This is an optimization exercise on Yosys and OpenROAD, whose aim is small area, a short achievable clock period and few clock cycles per item, not a production implementation.
Only simulation tests tie the RTL to the original design; equivalence was not proved.
Power figures rest on the tool's default switching activity, not on a simulated workload.

==> flow/design.v <==
module cobs_sample_framer #(
  parameter int SAMPLES_PER_FRAME = 63
) (
  input  logic        clk,
  input  logic        rst,
  input  logic [31:0] s_tdata,
  input  logic        s_tvalid,
  output logic        s_tready,
  output logic [7:0]  m_tdata,
  output logic        m_tvalid,
  input  logic        m_tready
);
  localparam int FB = 4 * SAMPLES_PER_FRAME;   
  localparam int NS = FB + 2;                  
  localparam int SD = FB;                      
  localparam int SC = FB + 1;                  
  localparam int SW = 8;                       
  localparam int TL = 8;                       
  localparam int TN = 1 << TL;                 
  localparam int K  = 2;                       
  localparam int KA = TN - (TN >> 2) - 1;      
  localparam int KB = TN - (TN >> 1) - 1;      
  localparam int DA = NS - KA;                 
  localparam int DB = NS - KB;                 
  logic [8*NS-1:0] ring;
  logic [SW-1:0]   s_q, s_d;        
  logic [7:0]      in_byte;
  logic [7:0]      wbyte;
  logic            wen;
  logic [SW-1:0]   wb_q, wb_d;      
  logic            ahd_q, ahd_d;    
  logic            wok_q, wok_d;    
  logic            srdy_q, srdy_d;
  logic [6:0]      run_q, run_d;    
  logic [SW-1:0]   rs_q, rs_d;      
  logic [SW-1:0]   dl_q, dl_d;      
  logic            al_q, al_d;      
  logic            ok_q, ok_d;      
  logic [7:0]      ob_q, ob_d;      
  logic [7:0]      fd_q [K];
  logic [7:0]      fd_d [K];
  logic [K-1:0]    fv_q, fv_d;      
  logic            take;            
  logic            pop;
  assign s_tready = srdy_q;
  assign m_tdata  = fd_q[0];
  assign m_tvalid = fv_q[0];
  assign in_byte = s_tdata[{wb_q[1:0], 3'b000} +: 8];
  assign wen     = wok_q && s_tvalid;
  assign wbyte   = (s_q == SW'(SD)) ? 8'h00 : (wen ? in_byte : ring[7:0]);
  assign take    = al_q && ok_q && !fv_q[K-1];
  assign pop     = fv_q[0] && m_tready;
  logic [TN-1:0] leaf;
  always_comb begin
    leaf = '0;
    for (int j = 1; j <= SD; j++) leaf[j] = (ring[8*(j+1) +: 8] == 8'h00);
  end
  genvar l, n;
  generate
    for (l = 0; l <= TL; l++) begin : lv
      logic [(TN >> l)-1:0] v;
      logic [(l > 0 ? l : 1)-1:0] ix [TN >> l];
      if (l == 0) begin : g0
        assign v = leaf;
        for (n = 0; n < TN; n++) begin : gn
          assign ix[n] = 1'b0;
        end
      end else begin : gl
        for (n = 0; n < (TN >> l); n++) begin : gn
          assign v[n] = lv[l-1].v[2*n] | lv[l-1].v[2*n+1];
          if (l == 1) begin : g1
            assign ix[n] = !lv[l-1].v[2*n];
          end else begin : g2
            assign ix[n] = lv[l-1].v[2*n] ? {1'b0, lv[l-1].ix[2*n]} : {1'b1, lv[l-1].ix[2*n+1]};
          end
        end
      end
    end
  endgenerate
  logic [7:0] by_p, by_a, by_b, cd_p, cd_a, cd_b;
  logic       zf_p, zf_a, zf_b, fn_a, fn_b;
  assign by_p = ring[15:8];
  assign by_a = ring[8*(KA+1) +: 8];
  assign by_b = ring[8*(KB+1) +: 8];
  assign zf_p = (by_p == 8'h00);
  assign zf_a = leaf[KA];
  assign zf_b = leaf[KB];
  assign cd_p = lv[TL].v[0] ? 8'(lv[TL].ix[0]) : 8'(SC);    
  assign cd_a = 8'(lv[TL-2].ix[3]) + 8'd1;
  assign cd_b = 8'(lv[TL-1].ix[1]) + 8'd1;
  assign fn_a = lv[TL-2].v[3];
  assign fn_b = lv[TL-1].v[1];
  always_comb begin
    logic [SW-1:0] wbn;
    logic          ahn;
    logic          is_sc, is_sd, ncode, wr_a, wr_b;
    logic [7:0]    byt, cod;
    logic          zf, fnd, wrt;
    s_d = (s_q == SW'(NS - 1)) ? '0 : s_q + SW'(1);
    wbn = wb_q;
    if (wen) wbn = (wb_q == SW'(FB - 1)) ? SW'(SD) : wb_q + SW'(1);
    ahn = ahd_q;
    if (take && rs_q == SW'(SD)) ahn = 1'b0;
    wb_d  = wbn;
    ahd_d = ahn;
    if (wbn == SW'(SD) && !ahn) begin
      wb_d  = '0;
      ahd_d = 1'b1;
    end
    run_d = (wen || s_q >= SW'(SD)) ? ((run_q == 7'h7f) ? run_q : run_q + 7'd1) : 7'd0;
    rs_d = rs_q;
    dl_d = dl_q;
    if (take) rs_d = (rs_q == SW'(NS - 1)) ? '0 : rs_q + SW'(1);
    else      dl_d = (dl_q == '0) ? SW'(NS - 1) : dl_q - SW'(1);
    al_d = (dl_d == '0) || (dl_d == SW'(KA)) || (dl_d == SW'(KB));
    is_sc = (rs_d == SW'(SC));
    is_sd = (rs_d == SW'(SD));
    wr_a  = ahd_d || (run_d >= 7'(DA));
    wr_b  = ahd_d || (run_d >= 7'(DB));
    if (dl_d == SW'(KA)) begin
      byt = by_a; zf = zf_a; cod = cd_a; fnd = fn_a; wrt = wr_a;
    end else if (dl_d == SW'(KB)) begin
      byt = by_b; zf = zf_b; cod = cd_b; fnd = fn_b; wrt = wr_b;
    end else begin
      byt = by_p; zf = zf_p; cod = cd_p; fnd = 1'b1; wrt = ahd_d;
    end
    ncode = is_sc || (zf && !is_sd);
    ob_d  = ncode ? cod : byt;
    ok_d  = wrt && (!ncode || fnd);
    fv_d = fv_q;
    for (int i = 0; i < K; i++) fd_d[i] = fd_q[i];
    if (pop) begin
      for (int i = 0; i < K - 1; i++) fd_d[i] = fd_q[i + 1];
      fv_d = fv_q >> 1;
    end
    if (take) begin
      if (!fv_d[0]) fd_d[0] = ob_q;
      for (int i = 1; i < K; i++)
        if (!fv_d[i] && fv_d[i - 1]) fd_d[i] = ob_q;
      fv_d = {fv_d[K-2:0], 1'b1};
    end
    wok_d  = (s_d == wb_d) && (wb_d != SW'(SD)) &&
             (!ahd_d || (rs_d != SW'(SC) && (wb_d != rs_d || !fv_d[K-1])));
    srdy_d = wok_d && (wb_d[1:0] == 2'd3);
  end
  always_ff @(posedge clk) begin
    ring <= {wbyte, ring[8*NS-1:8]};
    ob_q <= ob_d;
    for (int i = 0; i < K; i++) fd_q[i] <= fd_d[i];
    if (rst) begin
      s_q    <= '0;
      wb_q   <= '0;
      ahd_q  <= 1'b0;
      wok_q  <= 1'b1;
      srdy_q <= 1'b0;
      run_q  <= 7'd1;
      rs_q   <= SW'(SC);
      dl_q   <= SW'(SC);
      al_q   <= 1'b0;
      ok_q   <= 1'b0;
      fv_q   <= '0;
    end else begin
      s_q    <= s_d;
      wb_q   <= wb_d;
      ahd_q  <= ahd_d;
      wok_q  <= wok_d;
      srdy_q <= srdy_d;
      run_q  <= run_d;
      rs_q   <= rs_d;
      dl_q   <= dl_d;
      al_q   <= al_d;
      ok_q   <= ok_d;
      fv_q   <= fv_d;
    end
  end
endmodule
==> flow/run.sh <==
#!/bin/bash
# synth_recipe.tcl (not shown) runs the flow's synth.tcl, then flattens the netlist and writes it again
# the make line also repeats each setting of config.mk as NAME=value (left out here)
make -C /OpenROAD-flow-scripts/flow DESIGN_CONFIG=/design/flow/config.mk WORK_HOME=/design/flow/orfs CLKGATE_MAP_FILE= SYNTH_SCRIPT=/design/flow/synth_recipe.tcl finish
==> flow/config.mk <==
export PLATFORM = sky130hd
export DESIGN_NAME = cobs_sample_framer
export DESIGN_NICKNAME = cobs_sample_framer
export VERILOG_FILES = /design/flow/design.v
export SDC_FILE = /design/flow/constraint.sdc
export NUM_CORES = 4
export LEC_CHECK = 0
export CAP_MARGIN = 20
export CORE_MARGIN = 2
export CORE_UTILIZATION = 60
export CTS_BUF_LIST = sky130_fd_sc_hd__clkbuf_16
export CTS_CLUSTER_DIAMETER = 100
export CTS_CLUSTER_SIZE = 30
export SETUP_SLACK_MARGIN = 5.0
export SLEW_MARGIN = 20
==> flow/constraint.sdc <==
create_clock -name core_clock -period 8.0 [get_ports {clk}]
set_input_delay 1.6000 -clock core_clock [delete_from_list [all_inputs] [get_ports {clk}]]
set_output_delay 1.6000 -clock core_clock [all_outputs]
set_load 0.01 [all_outputs]
==> flow_metrics.tcl <==
set metrics [dict create \
    synth_top_area_frac 0.798 \
    layout_min_cycle_time_ns 3.41 \
    grt_pass1_vias 29100 \
    ys.warnings.count 12 \
    ir_drop_v 0.000237 \
    cp-end-kind "flip-flop" \
    holdPathStages 0 \
    powerDensity_nw_per_um2 274 \
    outcome "no timing/DRC/antenna violations" \
    startpoint_type "flip-flop" \
    layout_common_cells "dfxtp_1 (2051), nor4_1 (428), nand2_1 (321)" \
    worst_r2r_path_depth 11 \
    vias_per_cell 5.46 \
    yosys.area_share.xor_xnor 0.00517 \
    die-area_um2 90000 \
    cts.sinks 2102 \
    hold_violations 0 \
    totalWireLength_mm 94.4 \
    routabilityCongestion 0.824 \
    fmax_ghz 0.293 \
    syn_to_final_growth_pct 10.8 \
    ys_seq_area_frac 0.802 \
    drv_cap 0 \
    cts_root_buf "clkbuf_16" \
    min_path_type "flip-flop to flip-flop" \
    synth_compound_area_frac 0.0471 \
    start_util 0.606 \
    regArea_um2 42200 \
    yosys-top-cells-area "dfxtp_1 (80%), nor4_1 (5.3%), nand2_1 (2.3%)" \
    netlist_instances 3841 \
    final.setup_skew_ns 0.0229 \
    final_common_cell "dfxtp_1" \
    tightestPinTransition_ns 0.907 \
    diodes 0 \
    vias 28300 \
    synth_top_family_by_area "simple AND/OR/NAND/NOR gates" \
    path_clk_slew_ns 0.11 \
    ys_ff_latch 2102 \
    antenna_found_initial 0 \
    layout-drive-gt1-share 0.0955 \
    dr.pass1.iters 6 \
    ant_nets 0 \
    synth.area.mux_share 0.00631 \
    post-synth-top-area-cell "dfxtp_1" \
    cts_tree "yes" \
    cts_buffers 80 \
    pin_count 46 \
    synthArstFlopShare 0 \
    grt_pass1_wl_mm 152 \
    drv_slew 0 \
    required_ns 8.56 \
    crit_fanout 3 \
    synth_flop_cell "dfxtp_1" \
    n_fill_cell 6286 \
    row_count 108 \
    core_area_um2 86800 \
    synth_area_um2 52500 \
    grt_max_degree 38 \
    cts_max_level 3 \
    drt-initial-drc-count 1672 \
    io_buffers 45 \
    wire_per_inst_um 18.2 \
    period_share 0.426 \
    final_util 0.671 \
    multiInputGateArea_um2 11100 \
    path_class "flip-flop to flip-flop" \
    finalNetCount 4070 \
    syn-mean-instance-area_um2 13.7 \
    grt_remaining_overflow 0 \
    setup_viol 0 \
    slew-limit-headroom 0.387 \
    clockBufferDepth 3 \
    clock_latency_ns 0.67 \
    yosys.area_share.simple 0.132 \
    syn-num-nets 3888 \
    setup_ws_ns 4.59 \
    synth_cell_types 85 \
    synth_edf_count 8 \
    setup-tns-final_ns 0 \
    p_leak_nw 22.0 \
    synthAdderAreaFrac 0.00262 \
    hpwl_mm 64.6 \
    drc 0 \
    rsz0062_at_grt "true" \
    track_usage 0.208 \
    pre_cts_slack_ns 2.71 \
    die_w_um 300 \
    fp.dieH_um 300 \
    arrival_ns 3.97 \
]
power breakdown:
group | total [mW] | leakage [nW] | internal (mW) | switching [mW]
Combinational | 0.403 | 3.95 | 0.178 | 0.225
Sequential | 10.8 | 17.0 | 10.7 | 0.113
Clock | 4.80 | 1.08 | 1.90 | 2.90
Total | 16.0 | 22.0 | 12.7 | 3.23
flip-flops by register name, summed over array words and instances (netlist names), 2 cells and up:
signal and cells:
dl_q 8, fd_q 16, fv_q 2, ob_q 8, ring 2032, rs_q 8
run_q 7, s_q 8, wb_q 8
synthesized netlist by cell type (10+ instances only):
cell type / number
and2_1: 43
inv_1: 33
or2_2: 15
or4_1: 94
clkbuf_1: 28
a31oi_1: 31
nand2_1: 326
nand4_1: 55
xnor2_1: 21
xor2_1: 10
nand3_1: 38
dfxtp_1: 2094
nor2_1: 116
nor3_1: 25
nand2b_1: 18
nand4b_1: 11
nor2b_1: 10
o21ai_0: 74
o211ai_1: 27
o221ai_1: 12
a21oi_1: 64
nor4_1: 445
mux2i_1: 14
a211o_1: 12
a211oi_1: 11
ha_1: 11
per-stage QoR:
step	cell area, um2	hold WS [ns]	cells	power (mW)
2_1_floorplan	52600	0.323	3841	11.2
3_3_place_gp	54500	0.325	5022	11.3
3_5_place_dp	54500	0.330	5022	11.4
4_1_cts	57900	0.337	5171	16.1
5_1_grt	58200	0.352	5187	16.5
6_report	58200	0.338	5187	16.0
routing by layer:
layer  up-vias  share of wire  track usage
met4         0          0.025       0.0586
met3       135          0.031       0.0262
met5         -              0            0
li1      14100              -            -
met1     13700           0.48        0.295
met2       401           0.46        0.339
worst max-delay path, stage by stage, from the launching register on:
cell and delay (ns):
dfxtp_2 0.35, or4_4 0.14, nor2_4 0.04, or4bb_4 0.55
or4_4 0.48, nor4_4 0.27, buf_4 0.19, o311ai_4 0.13
a221oi_4 0.28, nand4_1 0.19, or4_4 0.47, o211a_1 0.23
final timing paths:
| check | end | start | slack (ns) |
|---|---|---|---|
| setup / recovery | ok_q$_SDFF_PP0_ | ring[1416]$_DFF_P_ | 4.59 |
| hold / removal | ring[450]$_DFF_P_ | ring[458]$_DFF_P_ | 0.34 |
| setup reg to reg | ok_q$_SDFF_PP0_ | ring[1416]$_DFF_P_ | 4.59 |
| hold reg to reg | ring[450]$_DFF_P_ | ring[458]$_DFF_P_ | 0.34 |
final cells by class:
class	instances	share of cell area
Sequential cell	2102	0.725
Multi-Input combinational cell	1674	0.190
Clock buffer	83	0.0357
Tap cell	1155	0.0248
Timing Repair Buffer	132	0.0200
Inverter	33	0.00213
Clock inverter	8	0.00195
what timing repair did:
action,4_1_cts,5_1_grt
hold buffers,0,0
gates cloned,3,1
gates resized for setup,185,72
setup buffers,55,15
pin swaps,43,22
endpoints found under the setup margin,29,12
cells by family after synthesis:
| group | Yosys count |
|---|---|
| compound gates | 358 |
| xor+xnor | 31 |
| fa+ha+maj | 11 |
| buf+inv | 66 |
| flops | 2102 |
| mux | 23 |
| simple gates | 1250 |
Testbench counts, summed over its fixed seeds: cycles 16,760, samples 4,032.

==> re-timing with driven ports <==
The results above use ideal ports. As a check the final layout listed here was re-extracted and re-timed, cells and wires unchanged.
Step 1 assumes that a clkbuf_16 drives the clock port and a buf_2 every other input.
Step 2 moves the port delays by t, midway between the first and last clock arrival at a register: inputs arrive t later, outputs are due t later. That takes back most of the time a late clock gives input paths.
Three values: no drivers, after step 1, after step 2; two values: the first two.
shift t [ns]: 0.714
setup WS [ns]: 4.588 / 4.588 / 4.054
hold slack, ns: 0.338 / 0.338 / 0.338
worst setup path after step 2: input to register
After both steps setup and hold are still met in this run. For this run, drivers alone change the setup slack by 0.000 ns; drivers and shift together by -0.534 ns.
